What follows belongs to an exercise in optimizing a design on an open flow for small area, a short achievable clock period and few clock cycles; a production flow would make more cautious choices.
The RTL was checked by simulation tests, not by an equivalence proof against the original design.

==> design/flow/design.v <==
package smdv_pkg;
  localparam int DIMS_DEF       = 39;
  localparam int MAX_FRAMES_DEF = 1024;
endpackage
module smdv_top (
  input  logic        clk_i,
  input  logic        rst_ni,
  input  logic        start_i,
  input  logic [17:0] in_i,
  output logic        busy_o,
  output logic        out_valid_o,
  output logic [55:0] out_o
);
  localparam int D  = 39;
  localparam int L  = 31;    
  function automatic logic [10:0] dstep(input logic [9:0] rem, input logic b,
                                        input logic [10:0] dv);
    logic [10:0] t;
    logic [11:0] df;
    t  = {rem, b};
    df = {1'b0, t} - {1'b0, dv};
    dstep = df[11] ? {1'b0, t[9:0]} : {1'b1, df[9:0]};
  endfunction
  logic        busy_q;
  logic        c_vld_q;
  logic [1:0]  c_mode_q;
  logic [15:0] c_val_q;
  logic [5:0]  hd_q, pos_q, dl_q, sw_q, rt_q, od_q;
  logic [6:0]  rb_q;
  logic [10:0] n_q, n1_q;
  logic        drop_q;
  logic        a_vld_q, b_vld_q;
  logic [15:0] a_v_q;
  logic        acc, full, al, c_push, c_rpt, c_clr, c_spr, pc, wrap;
  logic        push_add, push_drop, rpt_go, c_done, c_stall;
  logic        c_vld_d, busy_d, al_d, n10_d;
  logic [1:0]  c_mode_d;
  assign acc       = start_i & ~busy_q;
  assign full      = n_q[10];
  assign c_push    = c_vld_q & (c_mode_q == 2'd0);
  assign c_rpt     = c_vld_q & (c_mode_q == 2'd1);
  assign c_clr     = c_vld_q & (c_mode_q == 2'd2);
  assign c_spr     = c_vld_q & (c_mode_q == 2'd3);
  assign al        = (dl_q == 6'd2);
  assign push_add  = c_push & ~full & al;
  assign push_drop = c_push & full;
  assign pc        = push_add | push_drop;
  assign wrap      = push_add & (pos_q == 6'd38);
  assign rpt_go    = c_rpt & (sw_q == 6'd0) & (hd_q == 6'd38) & ~a_vld_q;
  assign c_done    = pc | rpt_go | c_clr | c_spr;
  assign c_stall   = c_vld_q & ~c_done;
  assign c_vld_d  = acc | c_stall;
  assign c_mode_d = acc ? in_i[17:16] : c_mode_q;
  assign al_d     = c_clr | (pc ? (dl_q == 6'd2) : (dl_q == 6'd3));
  assign n10_d    = ~c_clr & (wrap ? n1_q[10] : n_q[10]);
  assign busy_d   = rpt_go | (rb_q > 7'd1)
                  | (c_vld_d & (c_mode_d == 2'd1))
                  | (c_vld_d & (c_mode_d == 2'd0) & ~n10_d & ~al_d);
  always_ff @(posedge clk_i or negedge rst_ni) begin
    if (!rst_ni) begin
      busy_q   <= 1'b0;
      c_vld_q  <= 1'b0;
      c_mode_q <= 2'd0;
      hd_q     <= 6'd36;
      pos_q    <= 6'd0;
      dl_q     <= 6'd3;
      sw_q     <= 6'd39;
      rb_q     <= 7'd0;
      rt_q     <= 6'd0;
      n_q      <= 11'd0;
      n1_q     <= 11'd1;
      drop_q   <= 1'b0;
      a_vld_q  <= 1'b0;
      b_vld_q  <= 1'b0;
    end else begin
      busy_q   <= busy_d;
      c_vld_q  <= c_vld_d;
      c_mode_q <= c_mode_d;
      hd_q     <= c_clr ? 6'd37 : (hd_q == 6'd38) ? 6'd0 : hd_q + 6'd1;
      if (c_clr)   pos_q <= 6'd0;
      else if (pc) pos_q <= (pos_q == 6'd38) ? 6'd0 : pos_q + 6'd1;
      if (c_clr)    dl_q <= 6'd2;
      else if (!pc) dl_q <= (dl_q == 6'd0) ? 6'd38 : dl_q - 6'd1;
      sw_q     <= c_clr ? 6'd39 : (sw_q != 6'd0) ? sw_q - 6'd1 : 6'd0;
      rb_q     <= rpt_go ? 7'(L + 38) : (rb_q != 7'd0) ? rb_q - 7'd1 : 7'd0;
      rt_q     <= rpt_go ? 6'd39 : (rt_q != 6'd0) ? rt_q - 6'd1 : 6'd0;
      if (c_clr)     n_q <= 11'd0;
      else if (wrap) n_q <= n1_q;
      n1_q     <= n_q + 11'd1;
      drop_q   <= ~c_clr & (push_drop | drop_q);
      a_vld_q  <= push_add;
      b_vld_q  <= a_vld_q & ~c_clr;
    end
  end
  logic signed [7:0]  vh;
  logic        [7:0]  vl;
  logic        [11:0] pa_q [6];
  logic        [15:0] b_v_q;
  logic        [30:0] a_sq_q, a_sq;
  logic        [11:0] pa [6];
  assign vh = c_val_q[15:8];
  assign vl = c_val_q[7:0];
  smdv_mul #(.WA(8), .WB(4), .WP(12), .SA(1), .SB(1)) u_p0 (.a_i(vh), .b_i(vh[7:4]), .p_o(pa[0]));
  smdv_mul #(.WA(8), .WB(4), .WP(12), .SA(1), .SB(0)) u_p1 (.a_i(vh), .b_i(vh[3:0]), .p_o(pa[1]));
  smdv_mul #(.WA(8), .WB(4), .WP(12), .SA(1), .SB(0)) u_p2 (.a_i(vh), .b_i(vl[7:4]), .p_o(pa[2]));
  smdv_mul #(.WA(8), .WB(4), .WP(12), .SA(1), .SB(0)) u_p3 (.a_i(vh), .b_i(vl[3:0]), .p_o(pa[3]));
  smdv_mul #(.WA(8), .WB(4), .WP(12), .SA(0), .SB(0)) u_p4 (.a_i(vl), .b_i(vl[7:4]), .p_o(pa[4]));
  smdv_mul #(.WA(8), .WB(4), .WP(12), .SA(0), .SB(0)) u_p5 (.a_i(vl), .b_i(vl[3:0]), .p_o(pa[5]));
  always_ff @(posedge clk_i) begin
    if (acc) c_val_q <= in_i[15:0];
    for (int k = 0; k < 6; k++) pa_q[k] <= pa[k];
    b_v_q  <= c_val_q;
    a_v_q  <= b_v_q;
    a_sq_q <= a_sq;
  end
  smdv_sqsum u_sqsum (.p0_i(pa_q[0]), .p1_i(pa_q[1]), .p2_i(pa_q[2]), .p3_i(pa_q[3]),
                      .p4_i(pa_q[4]), .p5_i(pa_q[5]), .sq_o(a_sq));
  logic signed [25:0] s1r [D];
  logic [40:0]        s2r [D];
  logic               zero;
  assign zero = (sw_q != 6'd0);
  logic [25:0] s1_in;
  logic [40:0] s2_in;
  smdv_acc u_acc (.s1_i(s1r[0]), .s2_i(s2r[0]), .zero_i(zero), .vld_i(b_vld_q),
                  .v_i(a_v_q), .sq_i(a_sq_q),
                  .s1_o(s1_in), .s2_o(s2_in));
  always_ff @(posedge clk_i) begin
    for (int i = 0; i < D - 1; i++) begin
      s1r[i] <= s1r[i+1];
      s2r[i] <= s2r[i+1];
    end
    s1r[D-1] <= s1_in;
    s2r[D-1] <= s2_in;
  end
  localparam int PZ = 9;           
  localparam int PY = 11;          
  localparam int PV = 12;          
  localparam int NV = 16;          
  localparam int PF = PV + NV;     
  logic [L:1] pv_q;
  always_ff @(posedge clk_i or negedge rst_ni) begin
    if (!rst_ni) pv_q <= '0;
    else         pv_q <= {pv_q[L-1:1], (rt_q != 6'd0)};
  end
  localparam int NC = 8;
  logic [10:0] nc_q [0:NC-1];
  always_ff @(posedge clk_i) begin
    nc_q[0] <= n_q;
    for (int i = 1; i < NC; i++) nc_q[i] <= nc_q[i-1];
  end
  function automatic int ncopy(input int p);
    ncopy = (p < 2) ? 0 : (p < 5) ? 1 : (p < 9) ? 2 : (p < 13) ? 3
          : (p < 17) ? 4 : (p < 21) ? 5 : (p < 25) ? 6 : 7;
  endfunction
  logic signed [25:0] t0;
  logic [11:0]        bh;
  logic               unf0, ovf0;
  logic [10:0]        st0a;
  assign t0   = s1r[0];
  assign bh   = {{2{t0[25]}}, t0[25:16]} + {1'b0, nc_q[0]};
  assign unf0 = bh[11];
  assign ovf0 = ~bh[11] & ({1'b0, bh[10:1]} >= nc_q[0]);
  assign st0a = dstep(bh[10:1], bh[0], nc_q[0]);
  logic [9:0]  mr_q [1:PZ];
  logic [16:0] mq_q [1:PZ];
  logic        unf_q [1:PF];
  logic        ovf_q [1:PF];
  always_ff @(posedge clk_i) begin
    mr_q[1]  <= st0a[9:0];
    mq_q[1]  <= {st0a[10], 16'd0};
    unf_q[1] <= unf0;
    ovf_q[1] <= ovf0;
  end
  for (genvar s = 1; s <= 8; s++) begin : g_mean
    logic [25:0] tap;
    logic [9:0]  rn;
    logic [1:0]  qb;
    assign tap = s1r[D-s];
    smdv_dstep2 u_ds (.rem_i(mr_q[s]), .bit_i(tap[17-2*s -: 2]), .dv_i(nc_q[ncopy(s)]),
                      .rem_o(rn), .q_o(qb));
    always_ff @(posedge clk_i) begin
      mr_q[s+1]  <= rn;
      mq_q[s+1]  <= mq_q[s] | (17'(qb) << (16 - 2*s));
      unf_q[s+1] <= unf_q[s];
      ovf_q[s+1] <= ovf_q[s];
    end
  end
  localparam int PZ2 = PZ + 1;     
  logic signed [16:0] mz;
  logic signed [20:0] z0_q, z1_q, z2_q;
  logic signed [26:0] z_q;
  logic signed [16:0] m_q [PZ2:PF-2];
  logic [9:0]         r_q [PZ2:PF-2];
  logic [20:0]        z0, z1, z2;
  assign mz = {~mq_q[PZ][16], mq_q[PZ][15:0]};
  smdv_mul #(.WA(17), .WB(4), .WP(21), .SA(1), .SB(0)) u_z0 (.a_i(mz), .b_i(mr_q[PZ][3:0]), .p_o(z0));
  smdv_mul #(.WA(17), .WB(3), .WP(21), .SA(1), .SB(0)) u_z1 (.a_i(mz), .b_i(mr_q[PZ][6:4]), .p_o(z1));
  smdv_mul #(.WA(17), .WB(3), .WP(21), .SA(1), .SB(0)) u_z2 (.a_i(mz), .b_i(mr_q[PZ][9:7]), .p_o(z2));
  always_ff @(posedge clk_i) begin
    z0_q       <= z0;
    z1_q       <= z1;
    z2_q       <= z2;
    m_q[PZ2]   <= mz;
    r_q[PZ2]   <= mr_q[PZ];
    unf_q[PZ2] <= unf_q[PZ];
    ovf_q[PZ2] <= ovf_q[PZ];
  end
  logic [26:0] zs;
  smdv_zsum u_zsum (.z0_i(z0_q), .z1_i(z1_q), .z2_i(z2_q), .z_o(zs));
  always_ff @(posedge clk_i) begin
    z_q       <= zs;
    m_q[PY]   <= m_q[PZ2];
    r_q[PY]   <= r_q[PZ2];
    unf_q[PY] <= unf_q[PZ2];
    ovf_q[PY] <= ovf_q[PZ2];
  end
  logic signed [41:0] yy;
  logic [31:0] yq_q [PV:PF];
  logic [9:0]  vr_q [PV:PF];
  logic        yn_q [PV:PF];
  smdv_ysub u_ysub (.s2_i(s2r[D-PY]), .z_i(z_q), .y_o(yy));
  always_ff @(posedge clk_i) begin
    yq_q[PV]  <= yy[31:0];
    vr_q[PV]  <= yy[41:32];
    yn_q[PV]  <= yy[41];
    m_q[PV]   <= m_q[PY];
    r_q[PV]   <= r_q[PY];
    unf_q[PV] <= unf_q[PY];
    ovf_q[PV] <= ovf_q[PY];
  end
  for (genvar s = PV; s < PF; s++) begin : g_var
    logic [9:0]  rn;
    logic [1:0]  qb;
    smdv_dstep2 u_ds (.rem_i(vr_q[s]), .bit_i(yq_q[s][31:30]), .dv_i(nc_q[ncopy(s)]),
                      .rem_o(rn), .q_o(qb));
    always_ff @(posedge clk_i) begin
      yq_q[s+1]  <= {yq_q[s][29:0], qb};
      vr_q[s+1]  <= rn;
      yn_q[s+1]  <= yn_q[s];
      unf_q[s+1] <= unf_q[s];
      ovf_q[s+1] <= ovf_q[s];
    end
    if (s < PF - 2) begin : g_mr
      always_ff @(posedge clk_i) begin
        m_q[s+1] <= m_q[s];
        r_q[s+1] <= r_q[s];
      end
    end
  end
  function automatic logic [15:0] mean_sat(input logic signed [16:0] m,
                                            input logic unf, input logic ovf);
    if (unf)                    mean_sat = 16'h8000;
    else if (ovf)               mean_sat = 16'h7fff;
    else if (m > 17'sd32767)    mean_sat = 16'h7fff;
    else if (m < -17'sd32768)   mean_sat = 16'h8000;
    else                        mean_sat = m[15:0];
  endfunction
  logic [4:0]  ma;
  logic [5:0]  mb, mc;
  logic [4:0]  rh, rl;
  logic [9:0]  paa, prhh, prhl, prll;
  logic [10:0] pab, pac;
  logic [11:0] pbb, pbc, pcc;
  logic [9:0]  paa_q, prhh_q, prhl_q, prll_q;
  logic [10:0] pab_q, pac_q;
  logic [11:0] pbb_q, pbc_q, pcc_q;
  logic [15:0] mean_q [PF-1:PF+2];
  assign ma = m_q[PF-2][16:12];
  assign mb = m_q[PF-2][11:6];
  assign mc = m_q[PF-2][5:0];
  assign rh = r_q[PF-2][9:5];
  assign rl = r_q[PF-2][4:0];
  smdv_mul #(.WA(5), .WB(5), .WP(10), .SA(1), .SB(1)) u_paa (.a_i(ma), .b_i(ma), .p_o(paa));
  smdv_mul #(.WA(5), .WB(6), .WP(11), .SA(1), .SB(0)) u_pab (.a_i(ma), .b_i(mb), .p_o(pab));
  smdv_mul #(.WA(5), .WB(6), .WP(11), .SA(1), .SB(0)) u_pac (.a_i(ma), .b_i(mc), .p_o(pac));
  smdv_mul #(.WA(6), .WB(6), .WP(12), .SA(0), .SB(0)) u_pbb (.a_i(mb), .b_i(mb), .p_o(pbb));
  smdv_mul #(.WA(6), .WB(6), .WP(12), .SA(0), .SB(0)) u_pbc (.a_i(mb), .b_i(mc), .p_o(pbc));
  smdv_mul #(.WA(6), .WB(6), .WP(12), .SA(0), .SB(0)) u_pcc (.a_i(mc), .b_i(mc), .p_o(pcc));
  smdv_mul #(.WA(5), .WB(5), .WP(10), .SA(0), .SB(0)) u_prhh (.a_i(rh), .b_i(rh), .p_o(prhh));
  smdv_mul #(.WA(5), .WB(5), .WP(10), .SA(0), .SB(0)) u_prhl (.a_i(rh), .b_i(rl), .p_o(prhl));
  smdv_mul #(.WA(5), .WB(5), .WP(10), .SA(0), .SB(0)) u_prll (.a_i(rl), .b_i(rl), .p_o(prll));
  always_ff @(posedge clk_i) begin
    paa_q  <= paa;
    pab_q  <= pab;
    pac_q  <= pac;
    pbb_q  <= pbb;
    pbc_q  <= pbc;
    pcc_q  <= pcc;
    prhh_q <= prhh;
    prhl_q <= prhl;
    prll_q <= prll;
    mean_q[PF-1] <= (n_q == 11'd0) ? 16'd0 : mean_sat(m_q[PF-2], unf_q[PF-2], ovf_q[PF-2]);
  end
  logic [32:0] msq, msq_q;
  logic [19:0] rsq, rsq_q [PF:PF+1];
  smdv_sqfin u_sqfin (.paa_i(paa_q), .pab_i(pab_q), .pac_i(pac_q), .pbb_i(pbb_q),
                      .pbc_i(pbc_q), .pcc_i(pcc_q), .rhh_i(prhh_q), .rhl_i(prhl_q),
                      .rll_i(prll_q), .msq_o(msq), .rsq_o(rsq));
  always_ff @(posedge clk_i) begin
    msq_q      <= msq;
    rsq_q[PF]  <= rsq;
    mean_q[PF] <= mean_q[PF-1];
  end
  logic [33:0] dd, dd_q [PF+1:PF+2];
  logic [14:0] nx0, nx0_q;
  logic [13:0] nx1, nx2, nx1_q, nx2_q;
  logic        zf_q [PF+1:PF+2];
  logic        bb_q;
  assign dd = {2'b0, yq_q[PF]} - {1'b0, msq_q};
  smdv_mul #(.WA(11), .WB(4), .WP(15), .SA(0), .SB(0)) u_nx0 (.a_i(nc_q[NC-1]), .b_i(vr_q[PF][3:0]), .p_o(nx0));
  smdv_mul #(.WA(11), .WB(3), .WP(14), .SA(0), .SB(0)) u_nx1 (.a_i(nc_q[NC-1]), .b_i(vr_q[PF][6:4]), .p_o(nx1));
  smdv_mul #(.WA(11), .WB(3), .WP(14), .SA(0), .SB(0)) u_nx2 (.a_i(nc_q[NC-1]), .b_i(vr_q[PF][9:7]), .p_o(nx2));
  always_ff @(posedge clk_i) begin
    dd_q[PF+1]   <= dd;
    nx0_q        <= nx0;
    nx1_q        <= nx1;
    nx2_q        <= nx2;
    rsq_q[PF+1]  <= rsq_q[PF];
    zf_q[PF+1]   <= unf_q[PF] | ovf_q[PF] | yn_q[PF] | (n_q == 11'd0);
    mean_q[PF+1] <= mean_q[PF];
  end
  logic bb;
  smdv_lt u_lt (.x0_i(nx0_q), .x1_i(nx1_q), .x2_i(nx2_q), .r_i(rsq_q[PF+1]), .lt_o(bb));
  always_ff @(posedge clk_i) begin
    bb_q         <= bb;
    dd_q[PF+2]   <= dd_q[PF+1];
    zf_q[PF+2]   <= zf_q[PF+1];
    mean_q[PF+2] <= mean_q[PF+1];
  end
  logic [30:0] vres;
  smdv_clamp u_clamp (.d_i(dd_q[PF+2]), .b_i(bb_q), .z_i(zf_q[PF+2]), .v_o(vres));
  logic        empty;
  logic        ov_q;
  logic [55:0] out_q;
  assign empty = (n_q == 11'd0);
  always_ff @(posedge clk_i or negedge rst_ni) begin
    if (!rst_ni) begin
      ov_q <= 1'b0;
      od_q <= 6'd0;
    end else begin
      ov_q <= pv_q[L-1];
      if (rpt_go)          od_q <= 6'd0;
      else if (pv_q[L-1])  od_q <= od_q + 6'd1;
    end
  end
  always_ff @(posedge clk_i) begin
    out_q <= {od_q, mean_q[PF+2], vres, empty, drop_q, (od_q == 6'd38)};
  end
  assign busy_o      = busy_q;
  assign out_valid_o = ov_q;
  assign out_o       = out_q;
endmodule
module smdv_dstep2 (
  input  logic [9:0]  rem_i,
  input  logic [1:0]  bit_i,
  input  logic [10:0] dv_i,
  output logic [9:0]  rem_o,
  output logic [1:0]  q_o
);
  function automatic logic [10:0] dstep(input logic [9:0] rem, input logic b,
                                        input logic [10:0] dv);
    logic [10:0] t;
    logic [11:0] df;
    t  = {rem, b};
    df = {1'b0, t} - {1'b0, dv};
    dstep = df[11] ? {1'b0, t[9:0]} : {1'b1, df[9:0]};
  endfunction
  logic [10:0] a, b;
  assign a = dstep(rem_i, bit_i[1], dv_i);
  assign b = dstep(a[9:0], bit_i[0], dv_i);
  assign rem_o = b[9:0];
  assign q_o   = {a[10], b[10]};
endmodule
module smdv_mul #(
  parameter int WA = 8,
  parameter int WB = 8,
  parameter int WP = 16,
  parameter bit SA = 1'b0,
  parameter bit SB = 1'b0
) (
  input  logic [WA-1:0] a_i,
  input  logic [WB-1:0] b_i,
  output logic [WP-1:0] p_o
);
  logic signed [WA:0] a;
  logic signed [WB:0] b;
  assign a   = {SA & a_i[WA-1], a_i};
  assign b   = {SB & b_i[WB-1], b_i};
  assign p_o = WP'(a * b);
endmodule
module smdv_acc (
  input  logic [25:0] s1_i,
  input  logic [40:0] s2_i,
  input  logic        zero_i,
  input  logic        vld_i,
  input  logic [15:0] v_i,
  input  logic [30:0] sq_i,
  output logic [25:0] s1_o,
  output logic [40:0] s2_o
);
  assign s1_o = (zero_i ? 26'd0 : s1_i) + (vld_i ? {{10{v_i[15]}}, v_i} : 26'd0);
  assign s2_o = (zero_i ? 41'd0 : s2_i) + (vld_i ? {10'd0, sq_i} : 41'd0);
endmodule
module smdv_sqsum (
  input  logic [11:0] p0_i,
  input  logic [11:0] p1_i,
  input  logic [11:0] p2_i,
  input  logic [11:0] p3_i,
  input  logic [11:0] p4_i,
  input  logic [11:0] p5_i,
  output logic [30:0] sq_o
);
  logic [31:0] t;
  assign t = {p0_i, 20'd0} + {{4{p1_i[11]}}, p1_i, 16'd0}
           + {{7{p2_i[11]}}, p2_i, 13'd0} + {{11{p3_i[11]}}, p3_i, 9'd0}
           + {16'd0, p4_i, 4'd0} + {20'd0, p5_i};
  assign sq_o = t[30:0];
endmodule
module smdv_ysub (
  input  logic [40:0] s2_i,
  input  logic [26:0] z_i,
  output logic [41:0] y_o
);
  assign y_o = {1'b0, s2_i} - {{14{z_i[26]}}, z_i, 1'b0};
endmodule
module smdv_zsum (
  input  logic [20:0] z0_i,
  input  logic [20:0] z1_i,
  input  logic [20:0] z2_i,
  output logic [26:0] z_o
);
  assign z_o = {{6{z0_i[20]}}, z0_i} + {{2{z1_i[20]}}, z1_i, 4'd0} + {z2_i[19:0], 7'd0};
endmodule
module smdv_sqfin (
  input  logic [9:0]  paa_i,
  input  logic [10:0] pab_i,
  input  logic [10:0] pac_i,
  input  logic [11:0] pbb_i,
  input  logic [11:0] pbc_i,
  input  logic [11:0] pcc_i,
  input  logic [9:0]  rhh_i,
  input  logic [9:0]  rhl_i,
  input  logic [9:0]  rll_i,
  output logic [32:0] msq_o,
  output logic [19:0] rsq_o
);
  logic [34:0] t;
  assign t = {1'b0, paa_i, 24'd0} + {{5{pab_i[10]}}, pab_i, 19'd0}
           + {{11{pac_i[10]}}, pac_i, 13'd0} + {11'd0, pbb_i, 12'd0}
           + {16'd0, pbc_i, 7'd0} + {23'd0, pcc_i};
  assign msq_o = t[32:0];
  assign rsq_o = {rhh_i, 10'd0} + {4'd0, rhl_i, 6'd0} + {10'd0, rll_i};
endmodule
module smdv_lt (
  input  logic [14:0] x0_i,
  input  logic [13:0] x1_i,
  input  logic [13:0] x2_i,
  input  logic [19:0] r_i,
  output logic        lt_o
);
  logic [21:0] x;
  assign x    = {7'd0, x0_i} + {4'd0, x1_i, 4'd0} + {1'b0, x2_i, 7'd0};
  assign lt_o = x < {2'b0, r_i};
endmodule
module smdv_clamp (
  input  logic [33:0] d_i,
  input  logic        b_i,
  input  logic        z_i,
  output logic [30:0] v_o
);
  logic [33:0] v;
  assign v   = d_i - {33'd0, b_i};
  assign v_o = (z_i | v[33]) ? 31'd0 : (v[32:31] != 2'd0) ? 31'h7fff_ffff : v[30:0];
endmodule
==> design/flow/run.sh <==
#!/bin/bash
# synth_recipe.tcl (not shown) runs the flow's synth.tcl, then flattens the netlist and writes it again
# the make line also repeats each setting of config.mk as NAME=value (left out here)
make -C /OpenROAD-flow-scripts/flow DESIGN_CONFIG=/design/flow/config.mk WORK_HOME=/design/flow/orfs CLKGATE_MAP_FILE= SYNTH_SCRIPT=/design/flow/synth_recipe.tcl finish
==> design/flow/config.mk <==
export PLATFORM = sky130hd
export DESIGN_NAME = smdv_top
export DESIGN_NICKNAME = smdv_top
export VERILOG_FILES = /design/flow/design.v
export SDC_FILE = /design/flow/constraint.sdc
export NUM_CORES = 4
export LEC_CHECK = 0
export CAP_MARGIN = 20
export CORE_MARGIN = 2
export CORE_UTILIZATION = 40
export CTS_CLUSTER_DIAMETER = 100
export CTS_CLUSTER_SIZE = 24
export SETUP_SLACK_MARGIN = 5
export SLEW_MARGIN = 20
export SYNTH_HIERARCHICAL = 1
==> design/flow/constraint.sdc <==
create_clock -name core_clock -period 10.0 [get_ports {clk_i}]
set_input_delay 2.0000 -clock core_clock [delete_from_list [all_inputs] [get_ports {clk_i}]]
set_output_delay 2.0000 -clock core_clock [all_outputs]
set_load 0.01 [all_outputs]
==> results by group, run 1 <==
Floorplan
  – Core area: 427000 µm²
  – I/O pin cnt: between 70 and 80
  – Chip height: roughly 660 µm
  – Die area: 433000 µm²
  – Initial Util: about two fifths
  – Die X: roughly 660 µm
  – Core Rows: 240

Synthesis
  – Gate Count Post-Synth: 14.4k
  – Mapped cell area: roughly 170000 µm²
  – Syn avg cell area: 11.9 µm²
  – Number of warnings issued by yosys: 43
  – Syn Nets: 16.2k

Worst hold path
  – Worst Hold Endpoint: s2r[30][4]
  – WHS Path Cells: 0
  – Worst min path class: register to register
  – Hold Crit Start: s2r[31][4]

Cells and area
  – Filler cell count: 39.4k
  – Ratio of cells with drive above 1 in the final layout: approximately 6.7%
  – Fin nets: around 16k
  – Synthesis-to-finish area growth: 8.23%
  – Post-layout util: between 40% and 50%
  – Finished Layout Cells: ~20k

STA
  – RSZ-0062 raised after global routing: no
  – Max Slew Vio Count: 0
  – Worst Skew: 0.0819 ns
  – Final hold vios: 0
  – Slew margin rel.: 27.6%
  – Final setup violation count: 0
  – Fin crit share: 47.6%
  – Final Worst Setup Slack: 5.24 ns
  – WHS: ~0.27 ns
  – Setup_tns: 0 ns
  – Peak Freq: 0.210 GHz
  – Post-route minimum period: 4.76 ns
  – Tightest Pin Transition: 1.08 ns

Critical path
  – Crit-path max FO: 13
  – CP endpoint kind: register
  – FF-to-FF path depth: 13
  – Crit Reg-Reg Endpoint: vr_q[14][8]
  – Critical path type: register to register
  – Worst EP arrival: ~5.6 ns
  – Worst R2R Setup Slack: 5.24 ns
  – Reg2reg start: nc_q[4][2]
  – CP Data Required Time: 10.82 ns
  – Critical Path Start Type: register

Drt
  – Vias post-DR: 93.9k
  – Vias per cell: 4.62
  – Drt first pass iters: 6
  – Detailed Route WL: 303 mm
  – DRC viols: 0
  – DR iter-0 viols: 4574
  – Wire length per cell: 14.9 µm
  – ANT nets after route: 0

Clock tree
  – H-tree depth: 4
  – Root Buffer: clkbuf_16
  – Worst-Skew Late Latency: 0.94 ns
  – TritonCTS Buffers: 235
  – CTS sink count: between 4k and 5k
  – CTS tree: done
  – Hold buffer count at CTS: 0
  – Clock buffer depth: 4
  – Clock-pin slew on the worst setup and hold paths: ~0.090 ns

Global route
  – Largest net degree at the start of global routing: 70
  – Total gr overflow: 0
  – Vias in the first global route: 92.6k
  – Antenna violations before repair: 21
  – Tot GR Track Use: 13.8%
  – Global-route wire length before repair: approximately 490 mm

Placed design
  – Gpl congestion: ~0.85
  – Placed Instances: roughly 20k
  – Setup WS pre-CTS: 4.77 ns
  – PortBufs: 78
  – Post-DP HPWL: ~220 mm

Run status
  – Status: complete, no violations

Flow run
  – Max Cap Viol: 0
## stage by stage
step | cell area, µm²
final | 185000
after global routing | 185000
after CTS | 185000
after detailed placement | 178000
after global placement | 178000
after floorplan | 171000
## cell type report
| class | count | area, µm² | area share [%] |
|---|---|---|---|
| diodes | 8 | 20.0 | 0.0108 |
| clock inverters | 35 | 515 | 0.278 |
| repair buffers | 116 | 1080 | 0.583 |
| well taps | 5687 | 7120 | 3.84 |
| clock buffers | 253 | 6050 | 3.27 |
| flip-flops and latches | 4863 | 98000 | 52.9 |
| inverters | 1398 | 5250 | 2.83 |
| multi-input cells | 7975 | 67300 | 36.3 |
## state kept, by name, indices dropped and copies added (netlist names), 30 cells and up
signal  count
a_sq_q     31
dd_q       68
m_q       289
mean_q     64
mq_q       81
mr_q       90
msq_q      33
nc_q       88
out_q      56
pa_q       71
pv_q       30
r_q       170
rsq_q      40
s1r      1014
s2r      1599
vr_q      170
yq_q      544
## cell usage in the layout (no fill, tap or decap), types with 150 or more instances in the layout
cell type     n
a21o_1      166
a21oi_1     734
and2_1      532
clkbuf_16   238
dfxtp_1    4738
fa_1        433
ha_1       1323
inv_1      1395
mux2_2      223
nand2_1     715
nand3_1     168
nor2_1      546
nor2b_1     154
nor3_1      155
o211ai_1    150
o21ai_0     352
xnor2_1     581
xor2_1      243
## repair_timing
action	in CTS	in global routing
hold endpoints to repair	0	0
endpoints found under the setup margin	77	215
pin swaps	0	1
buffers inserted	0	3
resized for setup	12	35
cloned	0	0
## metal layers
layer | share of wire, % | track usage (%) | vias up | wire, µm
met2 | 46 | 23.2 | 1072 | 138000
met3 | 3.2 | 1.49 | 415 | 9660
met1 | 48 | 18.6 | 44300 | 146000
li1 | - | - | 48100 | -
met4 | 3.1 | 4.17 | 2 | 9430
met5 | 0.0033 | 0 | - | 10
## worst max-delay path: stages, from the launching register on
cell       delay (ns)
dfxtp_1          0.55
inv_1            0.14
ha_1             0.37
nand2_1          0.06
o21ai_0          0.41
a21oi_2          0.17
o21ai_2          0.60
mux2_2           0.43
ha_1             0.34
o211ai_1         0.10
a21oi_1          0.24
o2111ai_1        0.28
a32oi_4          0.53
mux2_2           0.40
## worst max-delay path by stage
| stage | start | endpoint | slack, ns | cells past startpoint |
|---|---|---|---|---|
| after floorplan | sw_q[0] | s2r[38][38] | 5.87 | 18 |
| after global routing | nc_q[2][2] | mr_q[9][8] | 4.99 | 13 |
| after detailed placement | nc_q[7][1] | vr_q[26][8] | 4.77 | 13 |
| after global placement | nc_q[7][1] | vr_q[27][2] | 4.85 | 13 |
| after CTS | nc_q[6][1] | vr_q[25][7] | 5.01 | 13 |
| final | nc_q[4][2] | vr_q[14][8] | 5.24 | 13 |
Testbench counts, summed over its fixed seeds: cycles 16,104.
==> run 2, diff against run 1 <==
==> design/flow/flow/run.sh (new file) <==
#!/bin/bash
cp standard.sh standard_sh.log 2>/dev/null
export SETUP_SLACK_MARGIN=6.35
bash standard.sh > standard.log 2>&1
==> design/flow/standard.sh (new file) <==
#!/bin/bash
# synth_recipe.tcl (not shown) runs the flow's synth.tcl, then flattens the netlist and writes it again
# the make line also repeats each setting of config.mk as NAME=value (left out here)
make -C /OpenROAD-flow-scripts/flow DESIGN_CONFIG=/design/flow/config.mk WORK_HOME=/design/flow/orfs CLKGATE_MAP_FILE= SYNTH_SCRIPT=/design/flow/synth_recipe.tcl "${@:-finish}"
--- a/design/flow/config.mk
+++ b/design/flow/config.mk
@@ -10,6 +10,5 @@
 export CORE_UTILIZATION = 40
 export CTS_CLUSTER_DIAMETER = 100
 export CTS_CLUSTER_SIZE = 24
-export SETUP_SLACK_MARGIN = 5
 export SLEW_MARGIN = 20
 export SYNTH_HIERARCHICAL = 1
removed: design/flow/run.sh
==> run 2 against run 1 <==
Still clean. Synthesized cell count unchanged. Critical path depth increased by 3. Clock skew increased by 0.0079 ns.
==> results by group, run 2 <==
STA
  – Post-route minimum period: 3.70 ns (was 4.76 ns)
  – Tightest Pin Transition: 0.918 ns (was 1.08 ns)
  – Max Slew Vio Count: 0 (unchanged)
  – Final hold vios: 0 (unchanged)
  – Final setup violation count: 0 (unchanged)
  – Setup_tns: 0 ns (unchanged)
  – Slew margin rel.: 38.4% (was 27.6%)
  – Worst Skew: 0.0898 ns (was 0.0819 ns)
  – Peak Freq: 0.270 GHz (was 0.210 GHz)
  – RSZ-0062 raised after global routing: yes (was no)
  – Fin crit share: 37.0% (was 47.6%)

Clock tree
  – TritonCTS Buffers: 237 (was 235)
  – CTS sink count: 4863 (unchanged)
  – H-tree depth: 4 (unchanged)
  – CTS tree: done (unchanged)
  – Worst-Skew Late Latency: 0.96 ns (was 0.94 ns)
  – Clock buffer depth: 4 (unchanged)
  – Root Buffer: clkbuf_16 (unchanged)
  – Clock-pin slew on the worst setup and hold paths: 0.09 ns (about the same)

Global route
  – Largest net degree at the start of global routing: 64 (was 70)
  – Total gr overflow: 0 (unchanged)
  – Tot GR Track Use: 14.3% (was 13.8%)
  – Global-route wire length before repair: 506 mm (was 488 mm)
  – Vias in the first global route: 95.6k (was 92.6k)
  – Antenna violations before repair: 16 (was 21)

Cells and area
  – Filler cell count: 38.0k (was 39.4k)
  – Largest Register: s2r (unchanged)
  – Post-layout util: 46.6% (was 43.4%)
  – Register area: 98500 µm² (was 98000 µm²)
  – Most frequent cells in the layout: dfxtp_1 (4599), inv_1 (1309), ha_1 (965), nand2_1 (690), a21oi_1 (585) (was dfxtp_1 (4738), inv_1 (1395), ha_1 (1323), a21oi_1 (734), nand2_1 (715))
  – Area of the multi-input gates: 74300 µm² (was 67300 µm²)
  – Synthesis-to-finish area growth: 16.2% (was 8.23%)
  – Fin nets: 17.0k (was 16.4k)
  – Commonest non-fill, non-tap cell in the layout: dfxtp_1 (unchanged)
  – Top flop regs: s2r: 1599 flops, s1r: 1014 flops, yq_q: 544 flops (unchanged)
  – Max reg flops: 1599 (unchanged)
  – Finished Cell Area: 199000 µm² (was 185000 µm²)
  – Finished Layout Cells: 20.9k (was 20.3k)
  – Ratio of cells with drive above 1 in the final layout: 17.2% (was 6.72%)

Critical path
  – Crit-path max FO: 5 (was 13)
  – Critical path type: register to register (unchanged)
  – Crit Reg-Reg Endpoint: mr_q[1][9] (was vr_q[14][8])
  – Reg2reg start: s1r[0][16] (was nc_q[4][2])
  – CP endpoint kind: register (unchanged)
  – Worst EP arrival: 4.50 ns (was 5.58 ns)
  – CP Data Required Time: 10.80 ns (was 10.82 ns)
  – Critical Path Start Type: register (unchanged)
  – FF-to-FF path depth: 16 (was 13)
  – Worst R2R Setup Slack: 6.30 ns (was 5.24 ns)

Floorplan
  – Core area: 427000 µm² (unchanged)
  – Chip height: 658 µm (unchanged)
  – Die area: 433000 µm² (unchanged)
  – I/O pin cnt: 79 (unchanged)
  – Core Rows: 240 (unchanged)
  – Die X: 658 µm (unchanged)
  – Initial Util: 40.1% (unchanged)

Drt
  – Drt first pass iters: 5 (was 6)
  – Vias post-DR: 97.6k (was 93.9k)
  – DRC viols: 0 (unchanged)
  – Detailed Route WL: 323 mm (was 303 mm)
  – DR iter-0 viols: 4577 (was 4574)
  – Wire length per cell: 15.4 µm (was 14.9 µm)
  – ANT nets after route: 0 (unchanged)
  – Vias per cell: 4.66 (was 4.62)

Synthesis
  – Mapped cell area: 171000 µm² (unchanged)
  – Gate Count Post-Synth: 14.4k (unchanged)
  – Syn avg cell area: 11.9 µm² (unchanged)
  – Number of warnings issued by yosys: 43 (unchanged)
  – Syn Nets: 16.2k (unchanged)

Run status
  – Status: complete, no violations (unchanged)

Worst hold path
  – WHS Path Cells: 0 (unchanged)
  – Worst min path class: register to register (unchanged)
  – Worst Hold Endpoint: s2r[3][8] (was s2r[30][4])
  – Hold Crit Start: s2r[4][8] (was s2r[31][4])

Placed design
  – Gpl congestion: 0.830 (was 0.846)
  – PortBufs: 78 (unchanged)
  – Placed Area: 178000 µm² (about the same)
  – Post-DP HPWL: 222 mm (about the same)
  – Placed Instances: 20.0k (about the same)

Flow run
  – Max Cap Viol: 0 (unchanged)
run 2: cell types whose count changed in the layout (fill, tap and decap cells not counted), sizes merged, moves of 6 or more:
cell / previous run / this run
clkinv: 12 / 23
clkinvlp: 1 / 7
diode: 8 / 15
dlygate4sd2: 0 / 6
buf: 39 / 621
clkdlybuf4s50: 77 / 19
clkdlybuf4s15: 0 / 51
run 2: per-layer routing:
metal	up-vias	wire [µm]	global-route usage (%)	share of wire, %
met1	46700	152000	19.2	47
met3	407	10200	1.44	3.2
met5	-	0	0	0
met2	1111	153000	24.5	47
li1	49400	-	-	-
met4	0	7770	3.60	2.4
run 2: per-stage QoR:
| stage | setup slack, ns | hold WS (ns) |
|---|---|---|
| floorplan | 6.34 | 0.310 |
| global placement | 5.21 | 0.310 |
| detailed placement | 5.15 | 0.312 |
| CTS | 6.28 | 0.221 |
| global route | 6.10 | 0.223 |
| finish | 6.30 | 0.245 |
run 2: worst max-delay path by stage:
stage          startpoint          end  slack (ns)  cells past startpoint
3_5_place_dp   nc_q[7][5]  vr_q[27][6]        5.15                     12
2_1_floorplan     sw_q[0]  s2r[38][38]        6.34                     17
6_report       s1r[0][16]   mr_q[1][9]        6.30                     16
4_1_cts        s1r[0][16]   mr_q[1][9]        6.28                     16
5_1_grt        s1r[0][16]   mr_q[1][9]        6.10                     16
3_3_place_gp   nc_q[3][1]  vr_q[13][4]        5.21                     13
run 2: what timing repair did:
item,4_1_cts,5_1_grt
resized for setup,765,1051
endpoints found under the setup margin,464,350
endpoints found under the hold margin,0,0
hold buffers,0,0
pin swaps,168,437
setup buffers,268,320
gates cloned,5,6
run 2: final cells by class:
| cell class | count | share of cell area [%] |
|---|---|---|
| flip-flops and latches | 4863 | 49.5 |
| clock inverters | 47 | 0.367 |
| inverters | 1398 | 2.67 |
| clock buffers | 251 | 3.01 |
| multi-input cells | 7976 | 37.4 |
| diodes | 15 | 0.0189 |
| well taps | 5687 | 3.58 |
| repair buffers | 704 | 3.47 |
run 2: worst max-delay path: stages, from the launching register on:
cell and delay (ns):
dfxtp_4 0.37, ha_4 0.16, fa_2 0.36, a21o_1 0.20
a211oi_2 0.25, nor2_2 0.07, o41ai_2 0.28, buf_4 0.18
xnor2_2 0.07, ha_1 0.30, nand2_1 0.07, a211oi_2 0.27
o31ai_4 0.14, a311oi_4 0.26, buf_12 0.14, buf_8 0.12
mux2_4 0.30
==> run 3, diff against run 2 <==
==> design/flow/flow/run.sh (replaced) <==
#!/bin/bash
cp standard.sh standard_sh.log 2>/dev/null
export SETUP_SLACK_MARGIN=6.0
bash standard.sh > standard.log 2>&1
==> run 3 against run 2 <==
Critical path depth grew 1. First-iteration DRC count shrank 3.6%. Count of clock-buffer cells in the layout decreased by 2. Synthesized cell count did not move. Global-route usage shrank 0.40 points. Clock skew fell by 0.0052 ns. Via count decreased by 3.0%. Core utilization fell by 2.5 points. Flip-flop and latch count did not move. Maximum frequency decreased by 5.4%. Largest cell class unchanged.
==> results by group, run 3 <==
Cells and area
  – Fin nets: 16.5k (was 17.0k)
  – Commonest non-fill, non-tap cell in the layout: dfxtp_1 (unchanged)
  – Area of the multi-input gates: 68300 µm² (was 74300 µm²)
  – Finished Layout Cells: 20.5k (was 20.9k)
  – Most frequent cells in the layout: dfxtp_1 (4641), inv_1 (1393), ha_1 (1297), nand2_1 (715), a21oi_1 (696) (was dfxtp_1 (4599), inv_1 (1309), ha_1 (965), nand2_1 (690), a21oi_1 (585))
  – Largest Register: s2r (unchanged)
  – Filler cell count: 39.5k (was 38.0k)
  – Ratio of cells with drive above 1 in the final layout: 9.37% (was 17.2%)
  – Finished Cell Area: 188000 µm² (was 199000 µm²)
  – Synthesis-to-finish area growth: 9.98% (was 16.2%)
  – Max reg flops: 1599 (unchanged)
  – Top flop regs: s2r: 1599 flops, s1r: 1014 flops, yq_q: 544 flops (unchanged)
  – Register area: 98300 µm² (was 98500 µm²)

STA
  – Peak Freq: 0.256 GHz (was 0.270 GHz)
  – Slew margin rel.: 28.5% (was 38.4%)
  – Worst Skew: 0.0846 ns (was 0.0898 ns)
  – Post-route minimum period: 3.91 ns (was 3.70 ns)
  – Setup_tns: 0 ns (unchanged)
  – Max Slew Vio Count: 0 (unchanged)
  – Tightest Pin Transition: 1.07 ns (was 0.918 ns)
  – Final setup violation count: 0 (unchanged)
  – Fin crit share: 39.1% (was 37.0%)
  – Final hold vios: 0 (unchanged)
  – WHS: 0.261 ns (was 0.245 ns)
  – RSZ-0062 raised after global routing: yes (unchanged)

Critical path
  – Slowest CP cell: dfstp_2 (was dfxtp_4)
  – Crit-path cells: inv_4 -> ha_4 -> and3b_2 -> inv_8 -> buf_16 -> nor2b_4 -> ha_4 -> fa_2 -> a21o_2 -> a22oi_2 -> o221ai_2 -> o21a_4 -> a41o_4 -> a221oi_4 -> buf_12 -> nor4_4 -> o21ba_1 (was ha_4 -> fa_2 -> a21o_1 -> a211oi_2 -> nor2_2 -> o41ai_2 -> buf_4 -> xnor2_2 -> ha_1 -> nand2_1 -> a211oi_2 -> o31ai_4 -> a311oi_4 -> buf_12 -> buf_8 -> mux2_4)
  – Buf/Inv on CP: 4 (was 3)
  – Crit-path max FO: 5 (unchanged)
  – Crit-path most repeated cell: ha_4 (was a211oi_2)
  – Crit path largest cell delay: 0.57 ns (was 0.37 ns)
  – Critical path's top delay family: compound AO/OA/AOI/OAI gates (unchanged)
  – CP endpoint kind: register (unchanged)
  – Worst EP arrival: 4.77 ns (was 4.50 ns)
  – Critical path type: register to register (unchanged)
  – Critical Path Start Type: register (unchanged)
  – CP Data Required Time: 10.87 ns (was 10.80 ns)

Clock tree
  – H-tree depth: 4 (unchanged)
  – Clock buffer depth: 4 (unchanged)
  – Worst-Skew Late Latency: 0.97 ns (was 0.96 ns)
  – Clock-pin slew on the worst setup and hold paths: 0.10 ns (was 0.09 ns)
  – TritonCTS Buffers: 236 (was 237)
  – CTS tree: done (unchanged)
  – CTS sink count: 4863 (unchanged)
  – Root Buffer: clkbuf_16 (unchanged)
  – Hold buffer count at CTS: 0 (unchanged)

Global route
  – Tot GR Track Use: 13.9% (was 14.3%)
  – Antenna violations before repair: 16 (unchanged)
  – Total gr overflow: 0 (unchanged)
  – Largest net degree at the start of global routing: 74 (was 64)
  – Vias in the first global route: 92.8k (was 95.6k)
  – Global-route wire length before repair: 492 mm (was 506 mm)

Run status
  – Status: complete, no violations (unchanged)

Floorplan
  – Initial Util: 40.1% (unchanged)
  – Die X: 658 µm (unchanged)
  – Core area: 427000 µm² (unchanged)
  – Core Rows: 240 (unchanged)
  – Die area: 433000 µm² (unchanged)
  – Chip height: 658 µm (unchanged)
  – I/O pin cnt: 79 (unchanged)

Drt
  – DR iter-0 viols: 4414 (was 4577)
  – Vias per cell: 4.62 (was 4.66)
  – Detailed Route WL: 307 mm (was 323 mm)
  – DRC viols: 0 (unchanged)
  – Drt first pass iters: 5 (unchanged)
  – ANT nets after route: 0 (unchanged)
  – Wire length per cell: 15.0 µm (was 15.4 µm)
  – Vias post-DR: 94.6k (was 97.6k)

Placed design
  – Post-DP HPWL: 222 mm (about the same)
  – PortBufs: 78 (unchanged)
  – Gpl congestion: 0.838 (was 0.830)
  – Placed Area: 178000 µm² (about the same)
  – Placed Instances: 20.0k (about the same)

Synthesis
  – Mapped cell area: 171000 µm² (unchanged)
  – Syn avg cell area: 11.9 µm² (unchanged)
  – Gate Count Post-Synth: 14.4k (unchanged)
  – Number of warnings issued by yosys: 43 (unchanged)
  – Syn Nets: 16.2k (unchanged)

Flow run
  – Max Cap Viol: 0 (unchanged)

Worst hold path
  – Worst min path class: register to register (unchanged)
-- run 3: worst paths after layout --
kind / from / to / slack, ns / cells past startpoint
min in group asynchronous: rst_ni / pv_q[18] / 0.95 / 1
worst max register to register: sw_q[0] / s2r[38][38] / 6.09 / 17
worst min register to register: s1r[24][1] / s1r[23][1] / 0.26 / 0
worst max-delay path: sw_q[0] / s2r[38][38] / 6.09 / 17
worst min-delay path: s1r[24][1] / s1r[23][1] / 0.26 / 0
max in group asynchronous: rst_ni / n_q[2] / 7.77 / 2
-- run 3: repair_timing --
action | CTS | global route
resized for setup | 193 | 238
pin swaps | 55 | 49
endpoints found under the setup margin | 342 | 302
cloned | 2 | 1
setup buffers | 112 | 41
-- run 3: per-layer routing --
metal  routed length [µm]  GRT usage (%)  vias to the layer above
met5                    0              0                        -
met4                 7600           3.50                        0
met3                 8670           1.48                      381
met2               143000           23.7                     1050
met1               148000           18.8                    44700
li1                     -              -                    48500
-- run 3: layout make-up --
cell class | count | area share (%)
Sequential cell | 4863 | 52.2
Multi-Input combinational cell | 7975 | 36.3
Antenna cell | 4 | 0.00531
Tap cell | 5687 | 3.78
Clock buffer | 249 | 3.18
Clock inverter | 42 | 0.347
Inverter | 1398 | 2.79
Timing Repair Buffer | 272 | 1.44
-- run 3: stage by stage --
| step | util [%] | setup slack [ns] |
|---|---|---|
| 2_1_floorplan | - | 6.06 |
| 3_3_place_gp | 41.8 | 4.80 |
| 3_5_place_dp | 41.8 | 4.74 |
| 4_1_cts | 43.8 | 6.00 |
| 5_1_grt | 44.1 | 5.90 |
| 6_report | 44.1 | 6.09 |

[afterwards: timing with drivers on the ports]
In the flow no input, the clock included, has a driving cell. The finished layouts below were timed again as built, in two steps.
Step 1: set_driving_cell puts a clkbuf_16 on clk_i and a buf_2 on each other input, an assumption about the parent block.
Step 2, shift: input delay + t, output delay - t, t = (earliest + latest rising clock arrival at the registers) / 2. This alone moves slack from input paths to output paths.
a / b / c = no drivers / after step 1 / after step 2; a / b = the first two.
run | shift t [ns] | slack for setup (ns) | worst data-port slew with drivers (ns)
run 1 | 1.020 | 5.241 / 5.241 / 5.241 | 0.05
run 2 | 1.034 | 6.302 / 6.302 / 6.302 | 0.04
run 3 | 1.026 | 6.091 / 6.016 / 5.772 | 0.04
After both steps setup and hold are still met in every run listed. For run 3, which loses most, drivers alone change the setup slack by -0.075 ns; drivers and shift together by -0.319 ns.
